What follows belongs to an exercise in optimizing a design on an open flow for small area, a short achievable clock period and few clock cycles per item; a production flow would make more cautious choices.
RTL that was checked went through simulation tests only; none was proved equivalent to the original.
The flow treats the clock pin as an ideal source, which a real chip does not have.
Power figures rest on the tool's default switching activity, not on a simulated workload.

## crypt_machine
module crypt_machine #(
    parameter int data_in_w = 32,
    parameter int rounds    = 32
) (
    input  logic                  clk,
    input  logic                  resetn,
    input  logic [data_in_w-1:0]  data_in,
    input  logic                  go,
    input  logic                  decrypt,
    output logic                  done,
    output tea_pkg::word_t        display
);
    typedef enum logic [2:0] {
        st_load,       
        st_load_rel,   
        st_wait_op,    
        st_run,        
        st_wait_dec,   
        st_wait_clr,   
        st_clr_rel     
    } state_t;
    state_t          state;
    logic [2:0]      widx;
    logic            dec;
    logic [6:0]      t;
    tea_pkg::word_t  p, q, k0, k1, k2, k3;
    logic start_enc, start_dec;
    assign start_enc = (state == st_wait_op) && go;
    assign start_dec = ((state == st_wait_op) && !go && decrypt) ||
                       ((state == st_wait_dec) && decrypt);
    logic running, step, last, masked;
    assign running = (state == st_run) && !done;
    assign last    = dec ? t[6] : (t[5:0] == 6'd63);
    assign masked  = !running || t[6];
    logic           ksel;
    tea_pkg::word_t ka, kb, s, f, addend, nw;
    logic [4:0]     sidx;
    assign ksel = t[0] ^ dec;
    assign ka   = ksel ? k2 : k0;
    assign kb   = ksel ? k3 : k1;
    assign sidx = t[5:1] ^ {5{dec}};
    assign s    = tea_pkg::sum_tab[sidx*32 +: 32];
    assign f    = ((q << 4) + ka) ^ (q + s) ^ ((q >> 5) + kb);
    assign addend = masked ? '0 : (dec ? ~f : f);
    assign nw   = p + addend + {31'd0, !masked && dec};
    logic load_q, load_p;
    assign load_q = (state == st_load) && (widx <= 3'd1);
    assign load_p = (state == st_load_rel) && (widx == 3'd0);
    always_ff @(posedge clk) begin
        if (load_q || running || start_dec) begin
            q <= load_q ? data_in : nw;
        end
        if (load_p || running || start_dec) begin
            p <= q;
        end
        if (state == st_load) begin
            case (widx)
                3'd2: k0 <= data_in;
                3'd3: k1 <= data_in;
                3'd4: k2 <= data_in;
                3'd5: k3 <= data_in;
                default: ;
            endcase
        end
    end
    always_ff @(posedge clk) begin
        if (!resetn) begin
            state <= st_load;
            widx  <= '0;
            done  <= 1'b0;
  ...
Settings: LEC_CHECK=0, ABC_CLOCK_PERIOD_IN_PS=4500, CAP_MARGIN=20, CORE_MARGIN=2, CORE_UTILIZATION=40, SLEW_MARGIN=20; clock period 12.0 ns.
run.sh (not shown) runs the stock make flow with config.mk's settings and CLKGATE_MAP_FILE= SYNTH_SCRIPT=/design/flow/synth_recipe.tcl, a recipe that flattens the netlist after the stock synthesis.
Change:
Settings changed: ABC_CLOCK_PERIOD_IN_PS 4500 to not set, SETUP_SLACK_MARGIN set to 5.
What happened: Final area rose by a few percent. Core utilization rose by 1.9 points. Final cell count goes up slightly.
Change:
==> flow/flow/run.sh (new file) <==
#!/bin/bash
set -euo pipefail
export SETUP_SLACK_MARGIN=8.5
bash standard.sh > standard.log 2>&1
==> flow/standard.sh (new file) <==
#!/bin/bash
# synth_recipe.tcl (not shown) runs the flow's synth.tcl, then flattens the netlist and writes it again
# the make line also repeats each setting of config.mk as NAME=value (left out here)
make -C /OpenROAD-flow-scripts/flow DESIGN_CONFIG=/design/flow/config.mk WORK_HOME=/design/flow/orfs CLKGATE_MAP_FILE= SYNTH_SCRIPT=/design/flow/synth_recipe.tcl "${@:-finish}"
Settings changed: SETUP_SLACK_MARGIN 5 to not set.
removed: flow/run.sh
After rerunning: Design area rose by 12%; setup slack gains 330 ps; cell count climbs by 4.5%.
Change:
==> flow/run.sh (new file) <==
#!/bin/bash
# synth_recipe.tcl (not shown) runs the flow's synth.tcl, then flattens the netlist and writes it again
# the make line also repeats each setting of config.mk as NAME=value (left out here)
make -C /OpenROAD-flow-scripts/flow DESIGN_CONFIG=/design/flow/config.mk WORK_HOME=/design/flow/orfs CLKGATE_MAP_FILE= SYNTH_SCRIPT=/design/flow/synth_recipe.tcl finish
Settings changed: ABC_CLOCK_PERIOD_IN_PS set to 3000.
removed: flow/flow/run.sh
removed: flow/standard.sh
After rerunning: The new run completed with no timing, DRC or antenna violations; via count came out lower by 6.9%; non-clock buffer count came out lower by 146; die area stays the same; setup slack degrades by 1900 ps; wire length came out lower by 9.3%; combinational power came out lower by 21%; clock power came out lower by 3.9%; area after synthesis is unchanged.
Change:
Settings changed: ABC_CLOCK_PERIOD_IN_PS 3000 to not set.
After rerunning:
- The new run passed the timing, design-rule and antenna checks
- clock-buffer cell count does not change
- design area does not change
- synthesized cell count does not change
- setup slack does not change
- die area does not change
- global-route usage does not change
- via count does not change
- total power does not change
- sequential share of layout area does not change
- first-iteration DRC count stays the same
- clock power is about the same
Function was not checked in any run of this note: the RTL went through the layout flow alone.

========
Setup of v41:
crypt_machine, a different RTL version from the one above (not shown whole).
Size: ~1700 cells after synthesis, ~310 flip-flops, about 69 I/O pins, about 19000 um2 of cells after synthesis.
export LEC_CHECK = 0
export CAP_MARGIN = 20
export CORE_MARGIN = 2
export CORE_UTILIZATION = 60
export CTS_CLUSTER_DIAMETER = 100
export CTS_CLUSTER_SIZE = 24
export PLACE_DENSITY = 0.8
export SLEW_MARGIN = 20
create_clock -name core_clock -period 12.0 [get_ports {clk}]
standard.sh (not shown) runs the stock make flow with config.mk's settings and CLKGATE_MAP_FILE= SYNTH_SCRIPT=/design/flow/synth_recipe.tcl, a recipe that flattens the netlist after the stock synthesis.
==> flow/flow/run.sh <==
#!/bin/bash
set -euo pipefail
export SETUP_SLACK_MARGIN=8.2
export BUFFER_PORTS_ARGS="-buffer_cell sky130_fd_sc_hd__buf_4"
bash standard.sh MATCH_CELL_FOOTPRINT=0 finish > standard.log 2>&1
v41 did not stop at any stage, and its layout met the timing, design-rule and antenna checks.
Testbench counts of v41, summed over its fixed seeds: cycles 7,752, ops 96.
## Diff of input files: v52 against v41
--- a/flow/config.mk
+++ b/flow/config.mk
@@ -9,6 +9,5 @@
 export CORE_MARGIN = 2
-export CORE_UTILIZATION = 60
+export CORE_UTILIZATION = 40
 export CTS_CLUSTER_DIAMETER = 100
 export CTS_CLUSTER_SIZE = 24
-export PLACE_DENSITY = 0.8
 export SLEW_MARGIN = 20
Findings:
- | clock-pin slew on the worst setup and hold paths | v52 vs v41 | ≈ equal |
- v52 has completed all stages; timing, DRC and antenna checks passed.
- [compare] base=v41 new=v52: post-detailed-placement half-perimeter wirelength shows an increase of about 1.6%, share of post-route cells with drive strength above 1 shows an increase of 0.88 points, proportion of cell area occupied by registers shows a reduction of 0.70 points, final wirelength shows an increase of 2.4 mm.
- Compared to v41, v52 leaves more free space in the core.
- The run showing the smaller part of the total power dissipated in combinational logic is v52.
- Between v52 and v41, it is v52 whose non-clock buffer area fraction after layout is higher, by 0.54 points.
- v52 against v41: cell area rose by 390 um2, worst hold margin comparable, power per cell area went down.
Input-level comparison between v38 and v52:
--- a/flow/flow/run.sh
+++ b/flow/flow/run.sh
@@ -2,3 +2,3 @@
 set -euo pipefail
-export SETUP_SLACK_MARGIN=8.2
+export SETUP_SLACK_MARGIN=8.4
 export BUFFER_PORTS_ARGS="-buffer_cell sky130_fd_sc_hd__buf_4"
Notes after the runs:
- The total non-filler cell area in the finished layout of v38 was inferior to that of v52.
- Of v38 and v52, the higher number of diodes belongs to v38.
- Looking at met1 capacity usage during global routing, v38 sits below v52.
- v38 completed end to end with timing, DRC and antenna clean.
[inputs] v10 vs v38
--- a/flow/flow/run.sh
+++ b/flow/flow/run.sh
@@ -2,3 +2,3 @@
 set -euo pipefail
-export SETUP_SLACK_MARGIN=8.4
+export SETUP_SLACK_MARGIN=8.2
 export BUFFER_PORTS_ARGS="-buffer_cell sky130_fd_sc_hd__buf_4"
--- a/flow/config.mk
+++ b/flow/config.mk
@@ -9,5 +9,6 @@
 export CORE_MARGIN = 2
-export CORE_UTILIZATION = 40
+export CORE_UTILIZATION = 50
 export CTS_CLUSTER_DIAMETER = 100
 export CTS_CLUSTER_SIZE = 24
+export PLACE_DENSITY = 0.8
 export SLEW_MARGIN = 20
### Flow results
v10: no failed stages, no open violations at the end
v10 reports its highest metal layer with signal wires as met5 while v38 reports met4.
Relative to v38, global-route usage increased by 5.1 points in v10.
Summary of v10 over v38: clock insertion delay at the later pin of the skew report closely matched the old numbers, wire length decreased by about 0.8% relative to the old numbers.

========
Setup of 12-09:
Another version of the RTL of crypt_machine (not shown whole).
Size: roughly 1,900 cells after synthesis, about 310 flip-flops, ~69 I/O pins, ~20,000 um^2 of cells after synthesis.
export LEC_CHECK = 0
export CAP_MARGIN = 20
export CORE_MARGIN = 2
export CORE_UTILIZATION = 40
export SLEW_MARGIN = 20
create_clock -name core_clock -period 12.0 [get_ports {clk}]
==> flow/flow/run.sh <==
#!/bin/bash
set -euo pipefail
export SETUP_SLACK_MARGIN=8.4
export BUFFER_PORTS_ARGS="-buffer_cell sky130_fd_sc_hd__buf_4"
bash standard.sh > standard.log 2>&1
12-09: all stages complete, timing, DRC and antenna checks passed
#### Input delta (08-22 over 12-09)
--- a/flow/flow/run.sh
+++ b/flow/flow/run.sh
@@ -3 +3 @@
-export SETUP_SLACK_MARGIN=8.4
+export SETUP_SLACK_MARGIN=8.0
==> summary.txt <==
- 12-09 and 08-22 all finish clean.
- Global-route met1 utilization, 12-09 and 08-22: higher on 08-22
- Looking at leakage dissipation across 12-09 and 08-22, the one that comes out higher is 12-09.
- Sort 12-09 and 08-22 by via count of the first global-routing pass, descending, and 12-09 comes first.
- Comparing 12-09 and 08-22, the lower area of combinational cells with multiple inputs is on 08-22.
- | worst setup margin | 08-22 vs 12-09 | worse |
- In 08-22 the final clock period utilization by the worst path turned out 0.43 points higher than in 12-09.
- The logic gate share of total power in 08-22 sits 0.7 points below the value recorded for 12-09.
- 08-22 does better than 12-09 on aggregate routed wire length.
- Going from 12-09 to 08-22, area of all placed cells without fillers decreased by 760 um^2 relative to the old numbers; total power saw a decrease; flop-to-flop setup slack dropped 0.05 ns.
Function was not checked in any run of this note: the RTL went through the layout flow alone.

========
crypt_machine, a different RTL version from the one above (not shown whole).
Size in the first run: ~2,300 cells after synthesis, about 310 flip-flops, ~20,000 µm² of cells after synthesis.
==> flow/config.mk <==
export PLATFORM = sky130hd
export DESIGN_NAME = crypt_machine
export DESIGN_NICKNAME = crypt_machine
export VERILOG_FILES = /design/flow/design.v
export SDC_FILE = /design/flow/constraint.sdc
export NUM_CORES = 4
export LEC_CHECK = 0
export ABC_AREA = 1
export CAP_MARGIN = 20
export CORE_MARGIN = 2
export CORE_UTILIZATION = 40
export CTS_CLUSTER_DIAMETER = 100
export CTS_CLUSTER_SIZE = 24
export SLEW_MARGIN = 20
==> flow/constraint.sdc <==
create_clock -name core_clock -period 12.0 [get_ports {clk}]
set_input_delay 2.4000 -clock core_clock [delete_from_list [all_inputs] [get_ports {clk}]]
set_output_delay 2.4000 -clock core_clock [all_outputs]
set_load 0.01 [all_outputs]
==> flow/flow/run.sh <==
#!/bin/bash
set -euo pipefail
export SETUP_SLACK_MARGIN=8.5
export BUFFER_PORTS_ARGS="-buffer_cell sky130_fd_sc_hd__buf_4"
bash standard.sh MATCH_CELL_FOOTPRINT=0 finish > standard.log 2>&1
Testbench counts at the start, summed over its fixed seeds: cycles 7,848, ops 96.
Change:
--- a/flow/flow/run.sh
+++ b/flow/flow/run.sh
@@ -3 +3 @@
-export SETUP_SLACK_MARGIN=8.5
+export SETUP_SLACK_MARGIN=8.3
ABC_AREA = unset   (was 1)
CORE_UTILIZATION = 50   (was 40)
PLACE_DENSITY = 0.7   (was unset)
Outcome:
- area after synthesis went down by a few percent
- first-iteration DRC count goes down by a few percent
- combinational power grows by a few percent
Change:
--- a/flow/flow/run.sh
+++ b/flow/flow/run.sh
@@ -3 +3 @@
-export SETUP_SLACK_MARGIN=8.3
+export SETUP_SLACK_MARGIN=8.5
ABC_AREA = 1   (was unset)
CTS_CLUSTER_SIZE = 20   (was 24)
Outcome: The changed run went through all stages and came out clean. Hold slack gets better by 12 ps. Cell area goes down by 0.58%. Routed wire length rose by about 11%. Utilization shrinks by 3.2 points. Clock skew came out higher by 19 ps. Final cell count is higher by about 22%. Non-clock buffer count goes down by 54.
Change:
--- a/flow/flow/run.sh
+++ b/flow/flow/run.sh
@@ -3 +3 @@
-export SETUP_SLACK_MARGIN=8.5
+export SETUP_SLACK_MARGIN=8.45
ABC_AREA = unset   (was 1)
CTS_CLUSTER_SIZE = 24   (was 20)
Outcome: Utilization goes up by 4.1 points. Synthesized cell count came out lower by 24%. Wire length fell by 9.1%. Clock skew decreases by 16 ps. Worst setup slack got worse by 240 ps. Power is higher by 0.79%.

========
oak:
Another version of the RTL of crypt_machine (not shown whole).
For scale: ~310 flip-flops, about 69 I/O pins, ~19000 um^2 of cells after synthesis.
==> flow/config.mk <==
export PLATFORM = sky130hd
export DESIGN_NAME = crypt_machine
export DESIGN_NICKNAME = crypt_machine
export VERILOG_FILES = /design/flow/design.v
export SDC_FILE = /design/flow/constraint.sdc
export NUM_CORES = 4
export LEC_CHECK = 0
export CAP_MARGIN = 20
export CORE_MARGIN = 2
export CORE_UTILIZATION = 40
export SLEW_MARGIN = 20
==> flow/constraint.sdc <==
create_clock -name core_clock -period 12.0 [get_ports {clk}]
set_input_delay 2.4000 -clock core_clock [delete_from_list [all_inputs] [get_ports {clk}]]
set_output_delay 2.4000 -clock core_clock [all_outputs]
set_load 0.01 [all_outputs]
==> flow/flow/run.sh <==
#!/bin/bash
set -euo pipefail
export SETUP_SLACK_MARGIN=7.5
bash standard.sh > standard.log 2>&1
The flow did not stop early for oak: all stages ran, and the layout cleared the timing, design-rule and antenna checks.
### oak -> pine
==> flow/flow/run.sh <==
#!/bin/bash
set -euo pipefail
export SETUP_SLACK_MARGIN=8.0
bash standard.sh > standard.log 2>&1
[summary]
For pine and oak, there was not a single run that failed to finish clean. pine against oak: power share of the combinational group grew by 0.7 points; design area moved up. Total power of pine is higher than that of oak.
What birch does differently from pine at the input level:
==> flow/flow/run.sh <==
#!/bin/bash
set -euo pipefail
export SETUP_SLACK_MARGIN=7.0
bash standard.sh > standard.log 2>&1
==> summary.txt <==
Looking at the reports, birch completed the entire flow and the layout it produced met the timing, design-rule and antenna checks.
Per the comparison of birch with pine, design area went down by about 4.5%, final critical path time including I/O delays and setup went up by 520 ps, sequential share of layout area went up by 1.6 points.
pine has lower number of clock buffer instances in the layout than birch.
No functional check of the RTL was part of any run of this note.

========
crypt_machine, a different RTL version from the one above (not shown whole).
For scale: roughly 1700 cells after synthesis, roughly 0.019 mm2 of cells after synthesis.
Settings: LEC_CHECK=0, CAP_MARGIN=20, CORE_MARGIN=2, CORE_UTILIZATION=40, SLEW_MARGIN=20; clock period 12.0 ns.
==> flow/flow/run.sh <==
#!/bin/bash
set -euo pipefail
export SETUP_SLACK_MARGIN=8.0
export BUFFER_PORTS_ARGS="-buffer_cell sky130_fd_sc_hd__buf_4"
bash standard.sh MATCH_CELL_FOOTPRINT=0 finish > standard.log 2>&1
The starting point completed with no timing, DRC or antenna violations.
Then changed:
--- a/flow/flow/run.sh
+++ b/flow/flow/run.sh
@@ -3 +3 @@
-export SETUP_SLACK_MARGIN=8.0
+export SETUP_SLACK_MARGIN=8.4
The changed run completed without violations.
Area after synthesis does not change.
Die area stays the same.
Worst setup slack improves by 0.066 ns.
Then changed:
==> flow/flow/run.sh (replaced) <==
#!/bin/bash
set -euo pipefail
export SETUP_SLACK_MARGIN=8.2
export BUFFER_PORTS_ARGS="-buffer_cell sky130_fd_sc_hd__buf_4"
bash standard.sh > standard.log 2>&1
The new run ran to the end with no violations.
Clock-buffer cell count shrinks by 1.
Design area decreases by a few percent.
Sequential share of layout area rises by 0.86 points.
Then changed:
--- a/flow/flow/run.sh
+++ b/flow/flow/run.sh
@@ -3 +3 @@
-export SETUP_SLACK_MARGIN=8.2
+export SETUP_SLACK_MARGIN=8.0
Result:
- The new run completed with no timing, DRC or antenna violations
- cell count went down by 1.0%
- via count decreases by about 1%
- non-clock buffer count went down by 26
- flip-flop and latch count stays the same
- power fell by 0.43%
- combinational power fell by about 4%
- global-route usage shrinks by 0.12 points
- clock power hardly moves
- count of clock-buffer cells in the layout is unchanged
- area after synthesis is unchanged
No run of this note included a check of the RTL's function; only the layout flow was run.

========
RTL: one of the versions met above, not the one the previous note started from.
For scale: roughly 310 flip-flops, about 69 I/O pins, roughly 19000 µm² of cells after synthesis.
Settings: LEC_CHECK=0, CAP_MARGIN=20, CORE_MARGIN=2, CORE_UTILIZATION=40, CTS_CLUSTER_DIAMETER=100, CTS_CLUSTER_SIZE=24, SLEW_MARGIN=20, TNS_END_PERCENT=10; clock period 12.0 ns.
==> flow/flow/run.sh <==
#!/bin/bash
set -euo pipefail
export SETUP_SLACK_MARGIN=8.2
export BUFFER_PORTS_ARGS="-buffer_cell sky130_fd_sc_hd__buf_4"
bash standard.sh MATCH_CELL_FOOTPRINT=0 finish > standard.log 2>&1
The starting point completed without violations.
Testbench counts at the start, summed over its fixed seeds: cycles 7,752, ops 96.
Next try:
Settings changed: CORE_UTILIZATION 40 to 50, PLACE_DENSITY set to 0.7, TNS_END_PERCENT 10 to unset.
Cell area went down slightly.
Maximum frequency went up by a few percent.
Worst hold slack is better by 0.013 ns.
Global-route usage went up by 4.8 points.
Die area went down by about a fifth.
First-iteration DRC count went up by a quarter to a third.
Clock power went down by roughly a tenth.
Register-to-register slack is better by 0.17 ns.
Next try:
==> flow/flow/run.sh (replaced) <==
#!/bin/bash
set -euo pipefail
export SETUP_SLACK_MARGIN=8.0
export BUFFER_PORTS_ARGS="-buffer_cell sky130_fd_sc_hd__buf_4"
bash standard.sh > standard.log 2>&1
Settings changed: CORE_UTILIZATION 50 to 40, CTS_CLUSTER_DIAMETER 100 to unset, CTS_CLUSTER_SIZE 24 to unset, PLACE_DENSITY 0.7 to unset.
Global-route usage fell by 4.9 points.
Routed wire length rose by 2.7%.
First-iteration DRC count fell by 20%.
Final area rose by 3.3%.
Register-to-register slack got worse by 0.21 ns.
Sequential power hardly moves.
Combinational power fell by about 4%.
Non-clock buffer count fell by 16.
Next try:
==> flow/flow/run.sh (replaced) <==
#!/bin/bash
set -euo pipefail
export SETUP_SLACK_MARGIN=8.2
export POST_CTS_TCL="$PWD/flow/post_cts.tcl"
export BUFFER_PORTS_ARGS="-buffer_cell sky130_fd_sc_hd__buf_4"
bash standard.sh MATCH_CELL_FOOTPRINT=0 finish > standard.log 2>&1
==> flow/flow/post_cts.tcl (new file) <==
# Extra setup repair after clock tree synthesis, with a tighter target and
# more passes than the standard step's.
estimate_parasitics -placement
repair_timing -setup -setup_margin 8.6 -repair_tns 100 -max_passes 500 -verbose
detailed_placement
check_placement -verbose
Settings changed: CTS_CLUSTER_DIAMETER set to 100, CTS_CLUSTER_SIZE set to 24.
Routed wire length increases by 4.4%.
Synthesized area is unchanged.
Via count increases by 1.4%.
Sequential share of layout area decreases by 0.19 points.
Total power decreases by 20%.
Combinational power increases by 9.1%.
First-iteration DRC count increases by 3.1%.
Clock-buffer cell count decreases by 23.
Clock power decreases by 47%.
Final area increases by 1.2%.

[separate check: timing with driven ports]
The results above use ideal ports. As a check the final layouts listed here were re-extracted and re-timed, cells and wires unchanged.
Step 1 (the two cells are an assumption about what drives the block):
set clk [get_ports {clk}]
set_driving_cell -lib_cell sky130_fd_sc_hd__clkbuf_16 $clk
set_driving_cell -lib_cell sky130_fd_sc_hd__buf_2 [delete_from_list [all_inputs] $clk]
Step 2, shift: input delay + t, output delay - t, t = (earliest + latest rising clock arrival at the registers) / 2. This alone moves slack from input paths to output paths.
Slacks: ideal ports / drivers / drivers and shift; pairs: ideal ports / drivers.
run	t, ns	slack for setup (ns)	worst setup path at the end	latest minus earliest clock arrival (ns)
the first run of note 1	0.616	3.674 / 3.674 / 3.674	register to register	0.034 / 0.034
the second run of note 1	0.613	5.288 / 5.288 / 5.288	register to register	0.017 / 0.018
the third run of note 1	0.603	5.620 / 5.620 / 5.620	register to register	0.017 / 0.017
the fourth run of note 1	0.616	3.674 / 3.674 / 3.674	register to register	0.034 / 0.034
the fifth run of note 1	0.616	3.674 / 3.674 / 3.674	register to register	0.034 / 0.034
v41	0.566	8.152 / 8.152 / 7.747	input to register	0.029 / 0.029
v52	0.593	8.220 / 8.220 / 7.707	input to register	0.040 / 0.040
v38	0.591	8.187 / 8.187 / 7.922	input to register	0.033 / 0.033
v10	0.575	7.987 / 7.987 / 7.787	input to register	0.024 / 0.024
12-09	0.595	8.048 / 8.048 / 7.823	input to register	0.035 / 0.035
08-22	0.613	7.997 / 7.997 / 7.563	input to register	0.025 / 0.025
the first run of note 4	0.610	8.547 / 8.491 / 8.170	input to register	0.024 / 0.024
the second run of note 4	0.570	8.291 / 8.291 / 8.291	register to register	0.024 / 0.024
the third run of note 4	0.601	8.531 / 8.473 / 8.160	input to register	0.042 / 0.042
the fourth run of note 4	0.578	8.287 / 8.287 / 8.287	register to register	0.028 / 0.028
oak	0.591	7.572 / 7.599 / 7.007	input to register	0.017 / 0.017
pine	0.605	8.028 / 8.061 / 7.456	input to register	0.026 / 0.027
birch	0.598	7.509 / 7.539 / 6.941	input to register	0.019 / 0.020
the first run of note 6	0.598	8.091 / 8.091 / 7.635	input to register	0.023 / 0.022
the second run of note 6	0.603	8.158 / 8.158 / 7.743	input to register	0.024 / 0.023
the third run of note 6	0.605	8.075 / 8.075 / 7.722	input to register	0.016 / 0.015
the fourth run of note 6	0.603	8.122 / 8.122 / 7.589	input to register	0.015 / 0.015
the first run of note 7	0.589	8.126 / 8.126 / 7.617	input to register	0.031 / 0.031
the second run of note 7	0.574	8.285 / 8.304 / 7.737	input to register	0.029 / 0.030
the third run of note 7	0.607	8.089 / 8.089 / 7.563	input to register	0.028 / 0.027
the fourth run of note 7	0.591	8.225 / 8.225 / 8.003	input to register	0.037 / 0.036
After both steps setup and hold are still met in every run listed. For pine, which loses most, drivers alone change the setup slack by +0.033 ns; drivers and shift together by -0.572 ns.
